Context: an optimization exercise on an open-source flow, tuned for small area. The choices shown serve that exercise and are no tape-out recipe. Only simulation tests tie the RTL to the original design; equivalence was not proved. Power is estimated from default activity; no workload was simulated.

File: design.v
`default_nettype none
package uio_pkg;
   localparam int unsigned UIO_PORTS        = 4;
   localparam int unsigned UIO_WIDTH        = 32;
   localparam int unsigned UIO_RQ_DEPTH     = 16;
   localparam int unsigned UIO_AFULL_LEVEL  = 10;
   localparam int unsigned UIO_RS_MAX       = UIO_AFULL_LEVEL;
   localparam int unsigned UIO_SLOTS        = UIO_RQ_DEPTH + UIO_RS_MAX;
   localparam int unsigned CSR_ADDR_W = 16;
   localparam int unsigned CSR_DATA_W = 64;
   localparam logic [CSR_ADDR_W-1:0] CSR_SCRATCH_REG0 = 16'h0000;
   localparam logic [CSR_ADDR_W-1:0] CSR_SCRATCH_REG1 = 16'h0008;
   localparam logic [CSR_DATA_W-1:0] CSR_BAD_ADDR_DATA = 64'hdeadbeef_deadbeef;
endpackage
`default_nettype wire
`timescale 1ns/1ns
`default_nettype none
module uio_fifo
#(
   parameter int WIDTH = uio_pkg::UIO_WIDTH,
   parameter int SLOTS = uio_pkg::UIO_SLOTS
) (
   input  wire              clk_per,
   input  wire  [SLOTS-1:0] i_wr_sel,
   input  wire  [WIDTH-1:0] i_din,
   input  wire  [SLOTS-1:0] i_rd_sel,
   output logic [WIDTH-1:0] o_dout
);
   logic [WIDTH-1:0] slot [SLOTS];
   for (genvar i = 0; i < SLOTS; i++) begin : g_slot
      always_ff @(posedge clk_per) begin
         if (i_wr_sel[i]) begin
            slot[i] <= i_din;
         end
      end
   end
   localparam int GROUPS = SLOTS / 3;
   localparam int REST   = SLOTS - 3 * GROUPS;
   for (genvar b = 0; b < WIDTH; b++) begin : g_bit
      logic [GROUPS-1:0] grp_n;
      logic              rest;
      for (genvar g = 0; g < GROUPS; g++) begin : g_grp
         uio_aoi3 aoi_i (
            .i_d ({slot[3*g+2][b], slot[3*g+1][b], slot[3*g][b]}),
            .i_s (i_rd_sel[3*g +: 3]),
            .o_n (grp_n[g])
         );
      end
      always_comb begin
         rest = 1'b0;
         for (int k = 3 * GROUPS; k < SLOTS; k++) begin
            rest = rest | (slot[k][b] & i_rd_sel[k]);
         end
      end
      assign o_dout[b] = ~&grp_n | rest;
   end
endmodule
`default_nettype wire
`default_nettype none
module uio_aoi3
(
   input  wire  [2:0] i_d,
   input  wire  [2:0] i_s,
   output logic       o_n
);
   assign o_n = ~|(i_d & i_s);
endmodule
`default_nettype wire
`timescale 1ns/1ns
`default_nettype none
module uio_lane
(
   input  wire                           clk_per,
   input  wire                           i_rst_n,
   input  wire                           i_rq_vld,
   input  wire  [uio_pkg::UIO_WIDTH-1:0] i_rq_data,
   output logic                          o_rq_afull,
   output logic                          o_rs_vld,
   output logic [uio_pkg::UIO_WIDTH-1:0] o_rs_data,
   input  wire                           i_rs_afull
);
   localparam int SLOTS = uio_pkg::UIO_SLOTS;
   localparam int AW    = $clog2(SLOTS);
   logic [AW-1:0] wr_ptr;
   logic [AW-1:0] mid_ptr;
   logic [AW-1:0] rd_ptr;
   logic [4:0]    rq_cnt;      
   logic [3:0]    rs_cnt;      
   logic          push;
   logic          xfer;
   logic          pop;
   function automatic logic [AW-1:0] ptr_inc(input logic [AW-1:0] ptr);
      ptr_inc = (ptr == AW'(SLOTS - 1)) ? AW'(0) : AW'(ptr + 1'b1);
   endfunction
   assign push = i_rq_vld && (rq_cnt != 5'(uio_pkg::UIO_RQ_DEPTH));
   assign xfer = (rq_cnt != '0) && (rs_cnt < 4'(uio_pkg::UIO_RS_MAX));
   assign pop  = (rs_cnt != '0) && !i_rs_afull;
   always_ff @(posedge clk_per or negedge i_rst_n) begin
      if (!i_rst_n) begin
         wr_ptr  <= '0;
         mid_ptr <= '0;
         rd_ptr  <= '0;
         rq_cnt  <= '0;
         rs_cnt  <= '0;
      end else begin
         if (push) begin
            wr_ptr <= ptr_inc(wr_ptr);
         end
         if (xfer) begin
            mid_ptr <= ptr_inc(mid_ptr);
         end
         if (pop) begin
            rd_ptr <= ptr_inc(rd_ptr);
         end
         case ({push, xfer})
            2'b10:   rq_cnt <= rq_cnt + 1'b1;
            2'b01:   rq_cnt <= rq_cnt - 1'b1;
            default: rq_cnt <= rq_cnt;
         endcase
         case ({xfer, pop})
            2'b10:   rs_cnt <= rs_cnt + 1'b1;
            2'b01:   rs_cnt <= rs_cnt - 1'b1;
            default: rs_cnt <= rs_cnt;
         endcase
      end
   end
   logic [SLOTS-1:0] wr_sel;
   logic [SLOTS-1:0] rd_sel;
   for (genvar i = 0; i < SLOTS; i++) begin : g_sel
      assign wr_sel[i] = push && (wr_ptr == AW'(i));
      assign rd_sel[i] = (rd_ptr == AW'(i));
   end
   uio_fifo #(
      .WIDTH (uio_pkg::UIO_WIDTH),
      .SLOTS (SLOTS)
   ) slots_i (
      .clk_per  (clk_per),
      .i_wr_sel (wr_sel),
      .i_din    (i_rq_data),
      .i_rd_sel (rd_sel),
      .o_dout   (o_rs_data)
   );
   assign o_rq_afull = (rq_cnt >= 5'(uio_pkg::UIO_AFULL_LEVEL));
   assign o_rs_vld   = pop;
endmodule
`default_nettype wire
`timescale 1ns/1ns
`default_nettype none
module uio_csr
(
   input  wire                           clk_per,
   input  wire                           i_rst_n,
   input  wire  [uio_pkg::CSR_ADDR_W-1:0] i_addr,
   input  wire  [uio_pkg::CSR_DATA_W-1:0] i_data,
   input  wire                           i_wr_vld,
   input  wire                           i_rd_vld,
   output logic [uio_pkg::CSR_DATA_W-1:0] o_data,
   output logic                          o_rd_ack
);
   logic [uio_pkg::CSR_DATA_W-1:0] scratch0;
   logic [uio_pkg::CSR_DATA_W-1:0] scratch1;
   logic                           wrote0;
   logic                           wrote1;
   logic [uio_pkg::CSR_DATA_W-1:0] rd_mux;
   logic [uio_pkg::CSR_DATA_W-1:0] rd_data;
   logic                           rd_ack;
   logic                           sel0;
   logic                           sel1;
   assign sel0 = (i_addr == uio_pkg::CSR_SCRATCH_REG0);
   assign sel1 = (i_addr == uio_pkg::CSR_SCRATCH_REG1);
   always_comb begin
      case (1'b1)
         sel0:    rd_mux = wrote0 ? scratch0 : '0;
         sel1:    rd_mux = wrote1 ? scratch1 : '0;
         default: rd_mux = uio_pkg::CSR_BAD_ADDR_DATA;
      endcase
   end
   always_ff @(posedge clk_per or negedge i_rst_n) begin
      if (!i_rst_n) begin
         wrote0 <= 1'b0;
         wrote1 <= 1'b0;
      end else if (i_wr_vld) begin
         if (sel0) begin
            wrote0 <= 1'b1;
         end
         if (sel1) begin
            wrote1 <= 1'b1;
         end
      end
   end
   always_ff @(posedge clk_per) begin
      if (i_wr_vld && sel0) begin
         scratch0 <= i_data;
      end
      if (i_wr_vld && sel1) begin
         scratch1 <= i_data;
      end
   end
   always_ff @(posedge clk_per or negedge i_rst_n) begin
      if (!i_rst_n) begin
         rd_ack <= 1'b0;
      end else begin
         rd_ack <= i_rd_vld;
      end
   end
   always_ff @(posedge clk_per) begin
      rd_data <= rd_mux;
   end
   assign o_data   = rd_data;
   assign o_rd_ack = rd_ack;
endmodule
`default_nettype wire
`timescale 1ns/1ns
`default_nettype none
module uio_loop
(
   input  wire                                clk_per,
   input  wire                                i_rst_n,
   input  wire  [uio_pkg::UIO_PORTS-1:0]                    i_rq_vld,
   input  wire  [uio_pkg::UIO_PORTS*uio_pkg::UIO_WIDTH-1:0] i_rq_data,
   output wire  [uio_pkg::UIO_PORTS-1:0]                    o_rq_afull,
   output wire  [uio_pkg::UIO_PORTS-1:0]                    o_rs_vld,
   output wire  [uio_pkg::UIO_PORTS*uio_pkg::UIO_WIDTH-1:0] o_rs_data,
   input  wire  [uio_pkg::UIO_PORTS-1:0]                    i_rs_afull,
   input  wire  [uio_pkg::CSR_ADDR_W-1:0]                   i_csr_addr,
   input  wire  [uio_pkg::CSR_DATA_W-1:0]                   i_csr_data,
   input  wire                                              i_csr_wr_vld,
   input  wire                                              i_csr_rd_vld,
   output wire  [uio_pkg::CSR_DATA_W-1:0]                   o_csr_data,
   output wire                                              o_csr_rd_ack
);
   for (genvar p = 0; p < uio_pkg::UIO_PORTS; p++) begin : g_lane
      uio_lane lane_i (
         .clk_per    (clk_per),
         .i_rst_n    (i_rst_n),
         .i_rq_vld   (i_rq_vld[p]),
         .i_rq_data  (i_rq_data[p*uio_pkg::UIO_WIDTH +: uio_pkg::UIO_WIDTH]),
         .o_rq_afull (o_rq_afull[p]),
         .o_rs_vld   (o_rs_vld[p]),
         .o_rs_data  (o_rs_data[p*uio_pkg::UIO_WIDTH +: uio_pkg::UIO_WIDTH]),
         .i_rs_afull (i_rs_afull[p])
      );
   end
   uio_csr csr_i (
      .clk_per  (clk_per),
      .i_rst_n  (i_rst_n),
      .i_addr   (i_csr_addr),
      .i_data   (i_csr_data),
      .i_wr_vld (i_csr_wr_vld),
      .i_rd_vld (i_csr_rd_vld),
      .o_data   (o_csr_data),
      .o_rd_ack (o_csr_rd_ack)
   );
endmodule
`default_nettype wire
File: run.sh
#!/bin/bash
# synth_recipe.tcl (not shown) runs the flow's synth.tcl, then flattens the netlist and writes it again
# the make line also repeats each setting of config.mk as NAME=value (left out here)
make -C /OpenROAD-flow-scripts/flow DESIGN_CONFIG=/design/flow/config.mk WORK_HOME=/design/flow/orfs CLKGATE_MAP_FILE= SYNTH_SCRIPT=/design/flow/synth_recipe.tcl finish
File: config.mk
export PLATFORM = sky130hd
export DESIGN_NAME = uio_loop
export DESIGN_NICKNAME = uio_loop
export VERILOG_FILES = /design/flow/design.v
export SDC_FILE = /design/flow/constraint.sdc
export NUM_CORES = 4
export LEC_CHECK = 0
export CAP_MARGIN = 20
export CORE_MARGIN = 2
export CORE_UTILIZATION = 60
export CTS_BUF_LIST = sky130_fd_sc_hd__clkbuf_8
export CTS_CLUSTER_SIZE = 20
export SLEW_MARGIN = 20
export SYNTH_HIERARCHICAL = 1
export SYNTH_MINIMUM_KEEP_SIZE = 0
File: constraint.sdc
create_clock -name core_clock -period 6.0 [get_ports {clk_per}]
set_input_delay 1.2000 -clock core_clock [delete_from_list [all_inputs] [get_ports {clk_per}]]
set_output_delay 1.2000 -clock core_clock [all_outputs]
set_load 0.01 [all_outputs]
==> flow_summary.json, run 1 <==
{
  "status": "no timing/DRC/antenna violations",
  "fmax_ghz": 0.171,
  "regToRegSetupSlack_ns": 2.57,
  "maxCapViolCount": 0,
  "gp_congestion": 0.828,
  "finalHoldViolations": 0,
  "synth_fp_nets": 6333,
  "grt_max_degree": 65,
  "slew_headroom_pct": 21.9,
  "whs_ns": 0.186,
  "fin_worst_skew_ns": 0.0359,
  "ant_nets": 0,
  "cts_hold_repair.buffers": 0,
  "num_vias": 71100,
  "yosys_most_used_dff": "edfxtp_1",
  "ios": 421,
  "crit_path_max_fanout": 27,
  "power_density_nw_per_um2": 420,
  "rows": 168,
  "synth_cell_types": 48,
  "reg2reg_depth": 6,
  "avgSynthCellArea_um2": 20.9,
  "report.final.slew_viol_count": 0,
  "finalWirelength_um": 327000,
  "setup_viol": 0,
  "syn_inst": 6045,
  "cts_sinks": 3599,
  "numCtsBuffers": 579,
  "area_delta_synth_final_pct": 16.5,
  "irDropWorstVdd_uv": 381,
  "drive_above_1_share_pct": 14.8,
  "dp_hpwl_um": 185000,
  "finalCriticalPeriod_ns": 5.86,
  "drt_iter0_drc": 12500,
  "drt-vias-per-instance": 6.84,
  "synth_edf_count": 3456,
  "first_global_vias": 70500,
  "htree_levels": 6,
  "worstSetupPathType": "flip-flop to output pin",
  "clock_latency_ns": 1.06,
  "cts.path.max_buffers": 4,
  "synth_top_area_share_pct": 82.0,
  "cp.required_ns": 4.80,
  "p_int_uw": 43900,
  "die_h_um": 463,
  "antenna_found_initial": 17,
  "switching_share_pct": 29.2,
  "chipWidth_um": 463,
  "synth.top_cells.by_count": "edfxtp_1 (3456), a222oi_1 (1024), nand4_1 (260)",
  "dpl_cell_area_um2": 137000,
  "worstSetupStartpointType": "flip-flop",
  "drc": 0,
  "start_util_pct": 60.4,
  "sequentialPowerShare_pct": 48.6,
  "worst_slew_pin_slew_ns": 1.17,
  "crit_arrival_ns": 4.66,
  "yosysMostFrequentCell": "edfxtp_1",
  "cts_tree": "built",
  "reg2reg_from": "g_lane[2].lane_i.rq_cnt[2]",
  "cts_resized": 0,
  "avgRoutedWirePerCell_um": 31.4,
  "synth_top_area_cell": "edfxtp_1",
  "drtPass1Iterations": 15,
  "clkPwrFrac_pct": 30.3,
  "clk_pin_slew_ns": 0.06,
  "cts.repair_timing.setup_buffer_count": 0,
  "port_buffers": 420,
  "r2r-end": "g_lane[2].lane_i.slots_i.slot[8][22]",
  "final_nets": 7458,
  "netlist_area_um2": 127000,
  "min_period_over_period_pct": 97.7,
  "switching_power_uw": 18100,
  "final_core_util_pct": 70.3,
  "gr-total-overflow": 0,
  "synth-async-reset-ratio_pct": 2.20,
  "comb_power_share_pct": 21.1,
  "yosysSeqAreaShare_pct": 84.6,
  "cellLeakagePower_uw": 0.0475,
  "final_area_um2": 147000,
  "hold_class": "primary input to async pin",
  "cp-end-kind": "output pin",
  "die_area_um2": 215000,
  "yosysWarnings": 10,
  "postSynthRegisterBits": 3599,
  "coreArea_um2": 210000,
  "synth.area.top_cells": "edfxtp_1 (82%), a222oi_1 (8.1%), dfrtp_1 (1.6%), nand4_1 (1.3%), dfxtp_1 (1.0%)",
  "grt_pass1_wl_um": 473000,
  "root_buffer": "clkbuf_8",
  "gr-usage-all-layers_pct": 30.0
}
-- through the flow --
step | worst slack (ns) | power (uW) | cells | TNS, ns
floorplan | 0.795 | 36200 | 6045 | 0
global placement | 1.39 | 43300 | 9360 | 0
detailed placement | 1.33 | 43500 | 9382 | 0
CTS | 0.136 | 62200 | 10400 | 0
global route | -0.00963 | 64200 | 10400 | -0.00963
finish | 0.136 | 61900 | 10400 | 0
-- how the worst max path moves through the flow --
| stage | slack [ns] | to | from | depth (start not counted) |
|---|---|---|---|---|
| 5_1_grt | -0.01 | o_rs_data[64] | g_lane[2].lane_i.rd_ptr[2] | 6 |
| 6_report | 0.14 | o_rs_data[81] | g_lane[2].lane_i.rd_ptr[2] | 6 |
| 2_1_floorplan | 0.79 | csr_i.scratch0[0] | i_csr_addr[12] | 5 |
| 3_5_place_dp | 1.33 | o_rs_data[64] | g_lane[2].lane_i.rd_ptr[2] | 7 |
| 4_1_cts | 0.14 | o_rs_data[64] | g_lane[2].lane_i.rd_ptr[2] | 7 |
| 3_3_place_gp | 1.39 | o_rs_data[64] | g_lane[2].lane_i.rd_ptr[2] | 7 |
-- layer usage --
metal	vias to the layer above	part of all wire (%)	GRT usage, %
met5	-	0.029	0
met4	16	2.7	9.65
met3	527	11	6.58
met2	4333	48	47.3
met1	36400	38	42.3
li1	29800	-	-
-- per-module statistics from Yosys, one instance, submodules excluded, excerpt --
module / copies in the design / cells
uio_aoi3: 1024 / 1
uio_csr: 1 / 309
uio_lane: 4 / 212
-- logic make-up after synthesis --
family,synth area share (%)
DFF,84.6
AOI/OAI and AO/OA,10.1
and+or+nand+nor,3.58
buffers and inverters,0.707
adders and majority gates,0.696
xor gates and xnor gates,0.277
muxes,0.0672
-- cells in the final DEF, fill, tap and decap left out, types with 9 or more instances in the layout --
cell             count
nand4_1            260
xnor2_1             16
clkdlybuf4s50_1    417
edfxtp_1          3456
ha_1                63
inv_1              243
buf_12              13
clkinv_2            38
nand3_1             20
nor2_1              32
nand2b_1            37
o21ai_0             68
clkbuf_8           605
buf_16              19
clkinv_1           137
a22oi_1             16
a22o_1             120
dfrtp_1             79
a21oi_1             24
or3_1              132
xor2_1              24
bufinv_16            9
nor3_2              32
buf_4              180
dfxtp_1             64
nand2_1             93
a31oi_1             20
nor2_4             166
a222oi_1          1024
clkinvlp_4          17
a221o_1             48
-- power by group through the flow --
stage | clock network [uW] | logic [uW] | registers (uW)
2_1_floorplan | 0 | 6000 | 30200
6_report | 18800 | 13100 | 30100
3_3_place_gp | 0 | 12800 | 30500
4_1_cts | 19100 | 13000 | 30100
3_5_place_dp | 0 | 12900 | 30600
5_1_grt | 20200 | 13800 | 30200
-- critical path: stages, from the launching register on --
cell             delay [ns]
dfrtp_1                0.76
nand2b_1               0.45
nor2_4                 0.94
a222oi_1               0.26
nand4_1                0.16
or3_1                  0.38
clkdlybuf4s50_1        0.62
-- sequential cells by signal, summed over array words and instances (netlist names) --
register,cells
csr_i.rd_ack,1
csr_i.rd_data,64
csr_i.scratch0,64
csr_i.scratch1,64
csr_i.wrote0,1
csr_i.wrote1,1
g_lane.lane_i.rd_ptr,20
g_lane.lane_i.rq_cnt,20
g_lane.lane_i.rs_cnt,16
g_lane.lane_i.slots_i.slot,3328
g_lane.lane_i.wr_ptr,20
-- cell type report --
type                            instances  area, um^2
Inverter                               56         230
Fill cell                           13300       62200
Clock buffer                          605        8330
Timing Repair Buffer                  632        6330
Clock inverter                        397        1870
Sequential cell                      3599      107000
Multi-Input combinational cell       2302       20000
Tap cell                             2805        3510
Antenna cell                            5        12.5
==> run 2, diff against run 1 <==
==> flow/run.sh (new file) <==
#!/bin/bash
# The standard layout, with two changes: ports get the smallest buffer
# (buf_1) instead of the one buffer_ports picks, and clock tree synthesis
# builds larger sink clusters without dummy loads.
set -euo pipefail
CTS="-sink_clustering_enable -repair_clock_nets"
CTS="$CTS -sink_clustering_size 16 -sink_clustering_max_diameter 70"
CTS="$CTS -buf_list sky130_fd_sc_hd__clkbuf_8 -dont_use_dummy_load"
bash standard.sh \
   "CTS_ARGS=$CTS" \
   "BUFFER_PORTS_ARGS=-buffer_cell sky130_fd_sc_hd__buf_1" \
   finish > standard.log 2>&1
==> standard.sh (new file) <==
#!/bin/bash
# synth_recipe.tcl (not shown) runs the flow's synth.tcl, then flattens the netlist and writes it again
# the make line also repeats each setting of config.mk as NAME=value (left out here)
make -C /OpenROAD-flow-scripts/flow DESIGN_CONFIG=/design/flow/config.mk WORK_HOME=/design/flow/orfs CLKGATE_MAP_FILE= SYNTH_SCRIPT=/design/flow/synth_recipe.tcl "${@:-finish}"
--- a/config.mk
+++ b/config.mk
@@ -7,9 +7,7 @@
 export LEC_CHECK = 0
 export CAP_MARGIN = 20
 export CORE_MARGIN = 2
-export CORE_UTILIZATION = 60
-export CTS_BUF_LIST = sky130_fd_sc_hd__clkbuf_8
-export CTS_CLUSTER_SIZE = 20
+export CORE_UTILIZATION = 45
 export SLEW_MARGIN = 20
 export SYNTH_HIERARCHICAL = 1
 export SYNTH_MINIMUM_KEEP_SIZE = 0
removed: run.sh
==> run 2 against run 1 <==
- still clean on timing, DRC and antenna
- setup slack improved by 0.49 ns
- non-clock buffer count rose by 19
- combinational power fell by 12%
- critical path depth rose by 1
- die area rose by 33%
- global-route usage fell by 7.6 points
==> flow_summary.json, run 2 <==
{
  "status": "no timing/DRC/antenna violations",
  "irDropWorstVdd_uv": 266,
  "path_buf_inv": 2,
  "yosys_most_used_dff": "edfxtp_1",
  "layout_common_cells": "edfxtp_1 (3456), a222oi_1 (1024), buf_1 (358)",
  "dpl_cell_area_um2": 136000,
  "num_vias": 68900,
  "fin_setup_tns_ns": 0,
  "yosysSeqAreaShare_pct": 84.6,
  "cts_resized": 0,
  "first_global_vias": 67800,
  "start_util_pct": 45.2,
  "netlist_area_um2": 127000,
  "root_buffer": "clkbuf_8",
  "worstSetupPathType": "flip-flop to output pin",
  "grt_max_degree": 65,
  "gr-usage-all-layers_pct": 22.4,
  "port_buffers": 420,
  "sequentialPowerShare_pct": 56.7,
  "coreArea_um2": 280000,
  "totalPowerFinal_uw": 52900,
  "yosysWarnings": 10,
  "final_common_cell": "edfxtp_1",
  "synth_edf_count": 3456,
  "cts_sinks": 3599,
  "area_delta_synth_final_pct": 10.4,
  "synth_cell_types": 48,
  "chipWidth_um": 534,
  "cts_hold_repair.buffers": 0,
  "yosysMostFrequentCell": "edfxtp_1",
  "comb_power_share_pct": 21.8,
  "worstSetupStartpointType": "flip-flop",
  "synth_top_area_cell": "edfxtp_1",
  "crit_family": "simple AND/OR/NAND/NOR gates",
  "fillerInstances": 22600,
  "die_h_um": 534,
  "crit_arrival_ns": 4.18,
  "drive_above_1_share_pct": 11.6,
  "avgSynthCellArea_um2": 20.9,
  "drc": 0,
  "crit_path_max_fanout": 23,
  "rows": 194,
  "drt-vias-per-instance": 6.49,
  "top_register": "g_lane.lane_i.slots_i.slot",
  "crit_chain": "nand2b_1 > nor2_4 > buf_4 > a222oi_1 > nand4_1 > or3_1 > buf_1",
  "cts.path.max_buffers": 4,
  "antenna_found_initial": 18,
  "setup_viol": 0,
  "switching_power_uw": 16200,
  "worst_slew_pin_slew_ns": 1.17,
  "synth-async-reset-ratio_pct": 2.20,
  "cpPeakStageDelay_ns": 0.77,
  "cts.repair_timing.setup_buffer_count": 0,
  "critPathSlowestCell": "dfrtp_1",
  "rsz0062_at_grt": "no",
  "postSynthRegisterBits": 3599,
  "gp_congestion": 0.789,
  "drt_iter0_drc": 12200,
  "finalHoldViolations": 0,
  "drtPass1Iterations": 14,
  "gr-total-overflow": 0,
  "finalCriticalPeriod_ns": 5.38,
  "synth.area.top_cells": "edfxtp_1 (82%), a222oi_1 (8.1%), dfrtp_1 (1.6%), nand4_1 (1.3%), dfxtp_1 (1.0%)",
  "grt_pass1_wl_um": 474000,
  "slew_headroom_pct": 21.5,
  "hold_class": "primary input to async pin",
  "syn_inst": 6045,
  "finalWirelength_um": 330000,
  "synth_top_area_share_pct": 82.0,
  "fmax_ghz": 0.186,
  "clock_latency_ns": 1.06,
  "numCtsBuffers": 273,
  "cellLeakagePower_uw": 0.0427,
  "ios": 421,
  "report.final.slew_viol_count": 0,
  "clk_pin_slew_ns": 0.10,
  "largest_reg_flops": 3328,
  "min_period_over_period_pct": 89.6,
  "switching_share_pct": 30.5,
  "die_area_um2": 285000,
  "dp_hpwl_um": 188000,
  "avgRoutedWirePerCell_um": 31.0,
  "clkPwrFrac_pct": 21.5,
  "power_density_nw_per_um2": 379,
  "final_nets": 7170,
  "htree_levels": 5,
  "cp-end-kind": "output pin",
  "synth.top_cells.by_count": "edfxtp_1 (3456), a222oi_1 (1024), nand4_1 (260)",
  "ant_nets": 0,
  "synth_fp_nets": 6333,
  "cp.required_ns": 4.80,
  "p_int_uw": 36800,
  "fin_worst_skew_ns": 0.149,
  "final_area_um2": 140000,
  "maxCapViolCount": 0,
  "cts_tree": "built"
}
## run 2: area by class of cell
cell class | instances | area [um^2] | area share, %
Sequential cell | 3599 | 107000 | 76.6
Multi-Input combinational cell | 2301 | 20000 | 14.3
Tap cell | 3724 | 4660 | 3.34
Timing Repair Buffer | 651 | 3930 | 2.81
Clock buffer | 273 | 3760 | 2.69
Inverter | 56 | 230 | 0.165
Antenna cell | 13 | 32.5 | 0.0233
## run 2: path summary, 6_finish.rpt
check,from,endpoint,slack (ns),depth (start not counted)
min in group core_clock,i_csr_rd_vld,csr_i.rd_ack,0.28,1
hold reg to reg,csr_i.scratch1[26],csr_i.rd_data[26],0.47,1
setup / recovery,g_lane[2].lane_i.rd_ptr[2],o_rs_data[82],0.62,7
max in group asynchronous,i_rst_n,g_lane[2].lane_i.rq_cnt[3],4.79,2
hold / removal,i_rst_n,g_lane[3].lane_i.rd_ptr[2],0.20,1
setup reg to reg,g_lane[0].lane_i.rq_cnt[1],g_lane[0].lane_i.slots_i.slot[5][9],2.52,5
## run 2: Yosys stat by module, one instance, submodules excluded, a selection
module    copies in the design  flops+latches
uio_lane                     4             19
uio_csr                      1            195
uio_aoi3                  1024              0
## run 2: per-stage QoR
step	hold WS [ns]	setup WS (ns)	instances	util, %
4_1_cts	0.0851	0.528	10600	49.8
3_3_place_gp	0.451	1.73	10300	48.3
5_1_grt	0.141	0.424	10600	49.9
6_report	0.196	0.624	10600	49.9
2_1_floorplan	0.433	0.795	6045	-
3_5_place_dp	0.458	1.70	10300	48.5
## run 2: cell families after synthesis
family | count (synthesis) | synth area share, %
AOI/OAI and AO/OA | 1350 | 10.1
xor gates and xnor gates | 40 | 0.277
adders and majority gates | 68 | 0.696
buffers and inverters | 145 | 0.707
DFF | 3599 | 84.6
muxes | 8 | 0.0672
and+or+nand+nor | 835 | 3.58
## run 2: per-layer routing
layer / part of all wire (%) / track usage [%] / vias up
li1: - / - / 28800
met1: 39 / 31.5 / 35800
met2: 48 / 36.0 / 3823
met3: 11 / 4.28 / 445
met4: 2.6 / 6.08 / 16
met5: 0.025 / 0 / -
## run 2: worst register-to-register path, delay by kind of cell, from the launching register on
family | cells | cell delay [ns]
AO/OA/AOI/OAI | 1 | 0.34
buffers and inverters | 1 | 0.39
AND/OR/NAND/NOR | 3 | 1.93
flip-flops | 1 | 0.50
## run 2: power groups by stage
stage	Sequential, uW	Clock [uW]	Combinational (uW)
6_report	30000	11400	11500
5_1_grt	30200	12500	12300
4_1_cts	30000	11700	11500
3_5_place_dp	30600	0	11500
3_3_place_gp	30500	0	11300
2_1_floorplan	30200	0	6000
==> run 3, diff against run 2 <==
--- a/flow/run.sh
+++ b/flow/run.sh
@@ -4,7 +4,7 @@
 # builds larger sink clusters without dummy loads.
 set -euo pipefail
 CTS="-sink_clustering_enable -repair_clock_nets"
-CTS="$CTS -sink_clustering_size 16 -sink_clustering_max_diameter 70"
+CTS="$CTS -sink_clustering_size 18 -sink_clustering_max_diameter 60"
 CTS="$CTS -buf_list sky130_fd_sc_hd__clkbuf_8 -dont_use_dummy_load"
 bash standard.sh \
    "CTS_ARGS=$CTS" \
--- a/config.mk
+++ b/config.mk
@@ -5,9 +5,9 @@
 export SDC_FILE = /design/flow/constraint.sdc
 export NUM_CORES = 4
 export LEC_CHECK = 0
-export CAP_MARGIN = 20
+export CAP_MARGIN = 10
 export CORE_MARGIN = 2
 export CORE_UTILIZATION = 45
-export SLEW_MARGIN = 20
+export SLEW_MARGIN = 10
 export SYNTH_HIERARCHICAL = 1
 export SYNTH_MINIMUM_KEEP_SIZE = 0
==> run 3 against run 2 <==
- global-route usage fell by 0.11 points
- final cell count shrank 0.64%
- critical path type unchanged
- critical path depth rose by 1
- hold slack got worse by 0.050 ns
- count of clock-buffer cells in the layout down 28
- total power fell by 1.2%
- clock skew increased by 0.041 ns
- first-iteration DRC count decreased by 2.1%
- largest cell class unchanged
- largest power group unchanged
==> flow_summary.json, run 3 <==
{
  "status": "no timing/DRC/antenna violations",
  "r2r-end": "g_lane[0].lane_i.slots_i.slot[4][3]",
  "clock_latency_ns": 1.10,
  "worstSetupPathType": "flip-flop to output pin",
  "synth_cell_types": 48,
  "setup_viol": 0,
  "crit_path_max_fanout": 17,
  "top_register": "g_lane.lane_i.slots_i.slot",
  "worstSetupStartpointType": "flip-flop",
  "crit_path_start": "g_lane[1].lane_i.rd_ptr[4]",
  "synth_top_area_cell": "edfxtp_1",
  "cts_hold_repair.buffers": 0,
  "cellLeakagePower_uw": 0.0420,
  "ios": 421,
  "cts.path.max_buffers": 4,
  "port_buffers": 420,
  "reg2reg_from": "g_lane[0].lane_i.rq_cnt[1]",
  "finalWirelength_um": 329000,
  "yosysWarnings": 10,
  "yosysSeqAreaShare_pct": 84.6,
  "yosysMostFrequentCell": "edfxtp_1",
  "num_vias": 68800,
  "drt-vias-per-instance": 6.52,
  "cts_resized": 0,
  "cts_sinks": 3599,
  "synth.top_cells.by_count": "edfxtp_1 (3456), a222oi_1 (1024), nand4_1 (260)",
  "clkPwrFrac_pct": 20.7,
  "dp_hpwl_um": 185000,
  "cp-end-kind": "output pin",
  "start_util_pct": 45.2,
  "rsz0062_at_grt": "no",
  "switching_power_uw": 16000,
  "final_core_util_pct": 49.5,
  "first_global_vias": 67700,
  "coreArea_um2": 280000,
  "final_nets": 7109,
  "worst_slew_pin_slew_ns": 1.30,
  "clk_pin_slew_ns": 0.09,
  "gp_congestion": 0.789,
  "comb_power_share_pct": 21.9,
  "irDropWorstVdd_uv": 277,
  "synth_fp_nets": 6333,
  "avgSynthCellArea_um2": 20.9,
  "report.final.slew_viol_count": 0,
  "hold_class": "primary input to async pin",
  "grt_max_degree": 65,
  "min_period_over_period_pct": 90.1,
  "root_buffer": "clkbuf_8",
  "die_h_um": 534,
  "htree_levels": 4,
  "drtPass1Iterations": 11,
  "reg2reg_depth": 5,
  "numCtsBuffers": 245,
  "drt_iter0_drc": 12000,
  "synth_edf_count": 3456,
  "gr-total-overflow": 0,
  "crit_arrival_ns": 4.21,
  "drive_above_1_share_pct": 10.1,
  "final_common_cell": "edfxtp_1",
  "ant_nets": 0,
  "layout_common_cells": "edfxtp_1 (3456), a222oi_1 (1024), buf_1 (410)",
  "finalCriticalPeriod_ns": 5.41,
  "sequentialPowerShare_pct": 57.4,
  "drc": 0,
  "synth-async-reset-ratio_pct": 2.20,
  "cts_tree": "built",
  "finalHoldViolations": 0,
  "switching_share_pct": 30.7,
  "yosys_most_used_dff": "edfxtp_1",
  "fillerInstances": 22700,
  "regToRegSetupSlack_ns": 2.51,
  "avgRoutedWirePerCell_um": 31.2,
  "gr-usage-all-layers_pct": 22.3,
  "maxCapViolCount": 0,
  "synth_top_area_share_pct": 82.0,
  "grt_pass1_wl_um": 472000,
  "postSynthRegisterBits": 3599,
  "area_delta_synth_final_pct": 9.43,
  "p_int_uw": 36200,
  "die_area_um2": 285000,
  "syn_inst": 6045,
  "rows": 194,
  "fin_worst_skew_ns": 0.190,
  "netlist_area_um2": 127000,
  "largest_reg_flops": 3328,
  "fin_setup_tns_ns": 0,
  "cts.repair_timing.setup_buffer_count": 0,
  "antenna_found_initial": 19,
  "chipWidth_um": 534,
  "cp.required_ns": 4.80,
  "synth.area.top_cells": "edfxtp_1 (82%), a222oi_1 (8.1%), dfrtp_1 (1.6%), nand4_1 (1.3%), dfxtp_1 (1.0%)",
  "power_density_nw_per_um2": 378,
  "slew_headroom_pct": 13.2,
  "fmax_ghz": 0.185
}
-- run 3: worst max path at each step --
stage,to,cells past startpoint,slack (ns)
6_report,o_rs_data[32],8,0.59
5_1_grt,o_rs_data[42],6,0.36
4_1_cts,o_rs_data[82],7,0.52
3_5_place_dp,o_rs_data[82],7,1.73
3_3_place_gp,o_rs_data[82],7,1.73
2_1_floorplan,csr_i.scratch0[0],5,0.79
-- run 3: cell families after synthesis --
family                     synth area share, %
DFF                                       84.6
adders and majority gates                0.696
muxes                                   0.0672
and+or+nand+nor                           3.58
buffers and inverters                    0.707
AOI/OAI and AO/OA                         10.1
xor gates and xnor gates                 0.277
-- run 3: layout make-up --
cell class / count / area (um^2) / share of cell area (%)
antenna: 6 / 15.0 / 0.0108
clock buffer: 245 / 3370 / 2.44
sequential: 3599 / 107000 / 77.3
timing repair buffer: 618 / 3120 / 2.25
tap: 3724 / 4660 / 3.37
multi-input combinational: 2301 / 20000 / 14.5
inverter: 56 / 230 / 0.166
-- run 3: per-stage QoR --
| stage | worst slack [ns] | cell area [um^2] | instances | hold WS (ns) | power (uW) |
|---|---|---|---|---|---|
| after global routing | 0.355 | 138000 | 10500 | 0.0745 | 54200 |
| after CTS | 0.520 | 138000 | 10500 | 0.0387 | 52500 |
| final | 0.593 | 138000 | 10500 | 0.146 | 52300 |
| after floorplan | 0.795 | 127000 | 6045 | 0.433 | 36200 |
| after global placement | 1.73 | 135000 | 10300 | 0.451 | 41700 |
| after detailed placement | 1.73 | 135000 | 10300 | 0.456 | 42000 |
-- run 3: metal layers --
metal / share of wire, % / routed length [um] / global-route usage (%)
met1: 39 / 128000 / 31.5
met2: 48 / 157000 / 36.1
met3: 11 / 35600 / 3.99
met4: 2.5 / 8270 / 5.57
met5: 0.026 / 85 / 0
-- run 3: per-module statistics from Yosys (local to each module, per instance), a selection --
module | flip-flops and latches | copies in the design | cells inside | area [um^2]
uio_aoi3 | 0 | 1024 | 1 | 10.0
uio_lane | 19 | 4 | 212 | 1610
uio_csr | 195 | 1 | 309 | 6100
-- run 3: power by group through the flow --
stage | combinational, uW | clock [uW] | sequential, uW
floorplan | 6000 | 0 | 30200
global placement | 11300 | 0 | 30500
detailed placement | 11400 | 0 | 30600
CTS | 11400 | 11100 | 30000
global route | 12200 | 11900 | 30200
finish | 11400 | 10800 | 30000
-- run 3: worst max-delay path, cell delays in order, from the launching register on --
cell and delay, ns:
dfrtp_1 0.56, inv_1 0.18, nand2_1 0.30, nor2_4 0.21
buf_4 0.27, a222oi_1 0.63, nand4_1 0.39, or3_1 0.45
buf_1 0.14
==> run 4, diff against run 3 <==
--- a/design.v
+++ b/design.v
@@ -79,18 +79,25 @@
    output logic [uio_pkg::UIO_WIDTH-1:0] o_rs_data,
    input  wire                           i_rs_afull
 );
-   localparam int SLOTS = uio_pkg::UIO_SLOTS;
-   localparam int AW    = $clog2(SLOTS);
+   localparam int SLOTS = uio_pkg::UIO_SLOTS;    
+   localparam int AW    = 5;
    logic [AW-1:0] wr_ptr;
-   logic [AW-1:0] mid_ptr;
    logic [AW-1:0] rd_ptr;
    logic [4:0]    rq_cnt;      
    logic [3:0]    rs_cnt;      
    logic          push;
    logic          xfer;
    logic          pop;
-   function automatic logic [AW-1:0] ptr_inc(input logic [AW-1:0] ptr);
-      ptr_inc = (ptr == AW'(SLOTS - 1)) ? AW'(0) : AW'(ptr + 1'b1);
+   function automatic logic [4:0] ptr_next(input logic [4:0] ptr);
+      ptr_next = {ptr[3:0], ~(ptr[1] ^ ptr[4]) & ~(ptr[0] & ptr[2] & ptr[3])};
+   endfunction
+   function automatic logic [4:0] ptr_state(input int n);
+      logic [4:0] st;
+      st = '0;
+      for (int k = 0; k < n; k++) begin
+         st = ptr_next(st);
+      end
+      ptr_state = st;
    endfunction
    assign push = i_rq_vld && (rq_cnt != 5'(uio_pkg::UIO_RQ_DEPTH));
    assign xfer = (rq_cnt != '0) && (rs_cnt < 4'(uio_pkg::UIO_RS_MAX));
@@ -98,19 +105,15 @@
    always_ff @(posedge clk_per or negedge i_rst_n) begin
       if (!i_rst_n) begin
          wr_ptr  <= '0;
-         mid_ptr <= '0;
          rd_ptr  <= '0;
          rq_cnt  <= '0;
          rs_cnt  <= '0;
       end else begin
          if (push) begin
-            wr_ptr <= ptr_inc(wr_ptr);
-         end
-         if (xfer) begin
-            mid_ptr <= ptr_inc(mid_ptr);
+            wr_ptr <= ptr_next(wr_ptr);
          end
          if (pop) begin
-            rd_ptr <= ptr_inc(rd_ptr);
+            rd_ptr <= ptr_next(rd_ptr);
          end
          case ({push, xfer})
             2'b10:   rq_cnt <= rq_cnt + 1'b1;
@@ -127,8 +130,8 @@
    logic [SLOTS-1:0] wr_sel;
    logic [SLOTS-1:0] rd_sel;
    for (genvar i = 0; i < SLOTS; i++) begin : g_sel
-      assign wr_sel[i] = push && (wr_ptr == AW'(i));
-      assign rd_sel[i] = (rd_ptr == AW'(i));
+      assign wr_sel[i] = push && (wr_ptr == ptr_state(i));
+      assign rd_sel[i] = (rd_ptr == ptr_state(i));
    end
    uio_fifo #(
       .WIDTH (uio_pkg::UIO_WIDTH),
==> run 4 against run 3 <==
- die area fell by 0.43%
- first-iteration DRC count fell by 7.3%
- routed wire length rose by 0.28%
- critical endpoint is now o_rs_data[118]
- core utilization barely moved
- largest power group unchanged
- sequential share of layout area rose by 0.22 points
- global-route usage rose by 0.19 points
- highest routed layer unchanged
- maximum frequency rose by 1.3%
- sequential cell count did not move
- via count fell by 1.5%
- total power rose by 4.1%
- setup slack improved by 0.068 ns
==> flow_summary.json, run 4 <==
{
  "grt_util_met3_pct": 4.39,
  "worst_slew_pin_slew_ns": 1.24,
  "htree_levels": 5,
  "drive_above_1_share_pct": 10.9,
  "synth_edf_count": 3456,
  "synth_top_area_share_pct": 82.4,
  "comb_power_share_pct": 24.4,
  "multi_input_area_um2": 19700,
  "cts_tree": "built",
  "hold_class": "primary input to async pin",
  "netlist_area_um2": 126000,
  "setup_viol": 0,
  "grt_pass1_wl_um": 472000,
  "largest_reg_flops": 3328,
  "grtUsageMet1_pct": 30.9,
  "synth_top_area_cell": "edfxtp_1",
  "fin_worst_skew_ns": 0.127,
  "dp_hpwl_um": 187000,
  "drtPass1Iterations": 13,
  "root_buffer": "clkbuf_8",
  "gp_congestion": 0.789,
  "ant_nets": 0,
  "first_global_vias": 67500,
  "sequentialPowerShare_pct": 55.1,
  "antenna_found_initial": 21,
  "fillerInstances": 22500,
  "rows": 194,
  "synth-async-reset-ratio_pct": 2.20,
  "synth.area.top_cells": "edfxtp_1 (82%), a222oi_1 (8.1%), dfrtp_1 (1.6%), nand4_1 (1.3%), dfxtp_1 (1.0%)",
  "worstSetupPathType": "flip-flop to output pin",
  "busiest_layer": "met2",
  "num_vias": 67800,
  "switching_share_pct": 31.9,
  "power_density_nw_per_um2": 394,
  "drc": 0,
  "synth.top_cells.by_count": "edfxtp_1 (3456), a222oi_1 (1024), nand4_1 (260)",
  "grt_max_degree": 69,
  "switching_power_uw": 17400,
  "worstSetupStartpointType": "flip-flop",
  "synth_cell_types": 48,
  "seqCellArea_um2": 107000,
  "clock_latency_ns": 1.04,
  "slew_headroom_pct": 16.9,
  "finalCriticalPeriod_ns": 5.34,
  "die_h_um": 533,
  "avgRoutedWirePerCell_um": 31.6,
  "totalPowerFinal_uw": 54400,
  "cts_sinks": 3599,
  "cp.required_ns": 4.80,
  "cts.repair_timing.setup_buffer_count": 0,
  "use_met2_pct": 36.7,
  "fmax_ghz": 0.187,
  "start_util_pct": 45.2,
  "yosysMostFrequentCell": "edfxtp_1",
  "status": "no timing/DRC/antenna violations",
  "final_nets": 6959,
  "crit_path_max_fanout": 32,
  "min_period_over_period_pct": 89.0,
  "maxCapViolCount": 0,
  "die_area_um2": 284000,
  "yosys_most_used_dff": "edfxtp_1",
  "cts.path.max_buffers": 4,
  "cellLeakagePower_uw": 0.0415,
  "finalHoldViolations": 0,
  "crit_arrival_ns": 4.14,
  "irDropWorstVdd_uv": 261,
  "gr-total-overflow": 0,
  "clk_pin_slew_ns": 0.11,
  "fin_setup_tns_ns": 0,
  "drt_iter0_drc": 11100,
  "layout_common_cells": "edfxtp_1 (3456), a222oi_1 (1024), buf_1 (397)",
  "finalWirelength_um": 330000,
  "cts_resized": 0,
  "top_register": "g_lane.lane_i.slots_i.slot",
  "synth_fp_nets": 6205,
  "yosysSeqAreaShare_pct": 85.0,
  "postSynthRegisterBits": 3599,
  "clkPwrFrac_pct": 20.5,
  "rsz0062_at_grt": "no",
  "gr-usage-all-layers_pct": 22.5,
  "avgSynthCellArea_um2": 21.1,
  "coreArea_um2": 279000,
  "port_buffers": 420,
  "drt-vias-per-instance": 6.49,
  "cts_hold_repair.buffers": 0,
  "area_delta_synth_final_pct": 9.60,
  "chipWidth_um": 533,
  "ios": 421,
  "report.final.slew_viol_count": 0,
  "p_int_uw": 37100,
  "yosysWarnings": 10,
  "numCtsBuffers": 263,
  "syn_inst": 5957,
  "final_common_cell": "edfxtp_1",
  "cp-end-kind": "output pin"
}
-- run 4: metal layers --
metal  routed length (um)  vias up
met5                  111        -
met3                34700      492
li1                     -    28300
met4                 8750       18
met1               127000    35200
met2               159000     3731
-- run 4: Yosys stat by module (local to each module, per instance), a selection --
| module | times used | flip-flops and latches | cell area, um^2 |
|---|---|---|---|
| uio_csr | 1 | 195 | 6100 |
| uio_lane | 4 | 19 | 1470 |
| uio_aoi3 | 1024 | 0 | 10.0 |
-- run 4: per-stage QoR --
step,utilization [%],cell area (um^2),worst slack [ns],instances,hold WS (ns)
2_1_floorplan,-,126000,0.795,5957,0.433
3_3_place_gp,48.2,134000,1.78,10200,0.450
3_5_place_dp,48.2,134000,1.73,10200,0.459
4_1_cts,49.5,138000,0.562,10400,0.120
5_1_grt,49.5,138000,0.515,10400,0.187
6_report,49.5,138000,0.662,10400,0.228
-- run 4: cell families (layout without fill, tap and decap cells) --
group	Yosys count	count (layout)	share of synthesized area, %
compound gates	1290	1290	9.91
xor+xnor	36	36	0.250
fa+ha+maj	28	28	0.302
mux	24	24	0.211
simple gates	855	855	3.72
buf+inv	125	877	0.627
other cells	0	13	0
flops	3599	3599	85.0
-- run 4: layout make-up --
class,count,area share (%)
timing repair buffer,586,2.09
inverter,28,0.0906
tap,3724,3.38
multi-input combinational,2233,14.3
antenna,13,0.0236
sequential,3599,77.5
clock buffer,263,2.62
-- run 4: final timing paths --
kind,start,end,slack (ns),depth (start not counted)
hold / removal,i_rst_n,g_lane[0].lane_i.rs_cnt[0],0.23,1
max in group asynchronous,i_rst_n,g_lane[2].lane_i.rq_cnt[0],4.46,2
setup reg to reg,g_lane[3].lane_i.rs_cnt[1],g_lane[3].lane_i.rs_cnt[3],2.33,8
min in group core_clock,i_csr_rd_vld,csr_i.rd_ack,0.25,1
setup / recovery,g_lane[3].lane_i.rd_ptr[0],o_rs_data[118],0.66,6
hold reg to reg,csr_i.scratch1[0],csr_i.rd_data[0],0.47,1
-- run 4: power by group through the flow --
stage               Combinational [uW]  Clock (uW)  Sequential (uW)
CTS                              13300       11400            30000
floorplan                         6870           0            30200
global route                     14000       12200            30200
finish                           13300       11200            30000
global placement                 13100           0            30500
detailed placement               13200           0            30600
-- run 4: critical path, stage by stage (launching register included) --
cell and delay [ns]:
dfrtp_1 0.49, or3b_2 0.63, nor2_4 0.95, a222oi_1 0.28, nand4_1 0.32, or3_1 0.25, buf_1 0.19

-- re-timing with driven ports --
The results above use ideal ports. As a check the final layouts listed here were re-extracted and re-timed, cells and wires unchanged. Step 1 assumes that a clkbuf_16 drives the clock port and a buf_2 every other input. Step 2 also shifts input and output timing later by t, the mid clock arrival at the registers, as if the neighbouring blocks saw the same clock. a / b / c = ideal / step 1 / step 2; a / b = the first two.
| run | t (ns) | slack for setup (ns) | cell pins on the clock port's net |
|---|---|---|---|
| run 1 | 1.136 | 0.136 / 0.049 / 1.185 | 1 |
| run 2 | 1.060 | 0.624 / 0.541 / 1.602 | 1 |
| run 3 | 1.086 | 0.593 / 0.511 / 1.597 | 1 |
| run 4 | 1.079 | 0.662 / 0.566 / 1.644 | 1 |
After both steps setup and hold are still met in every run listed.
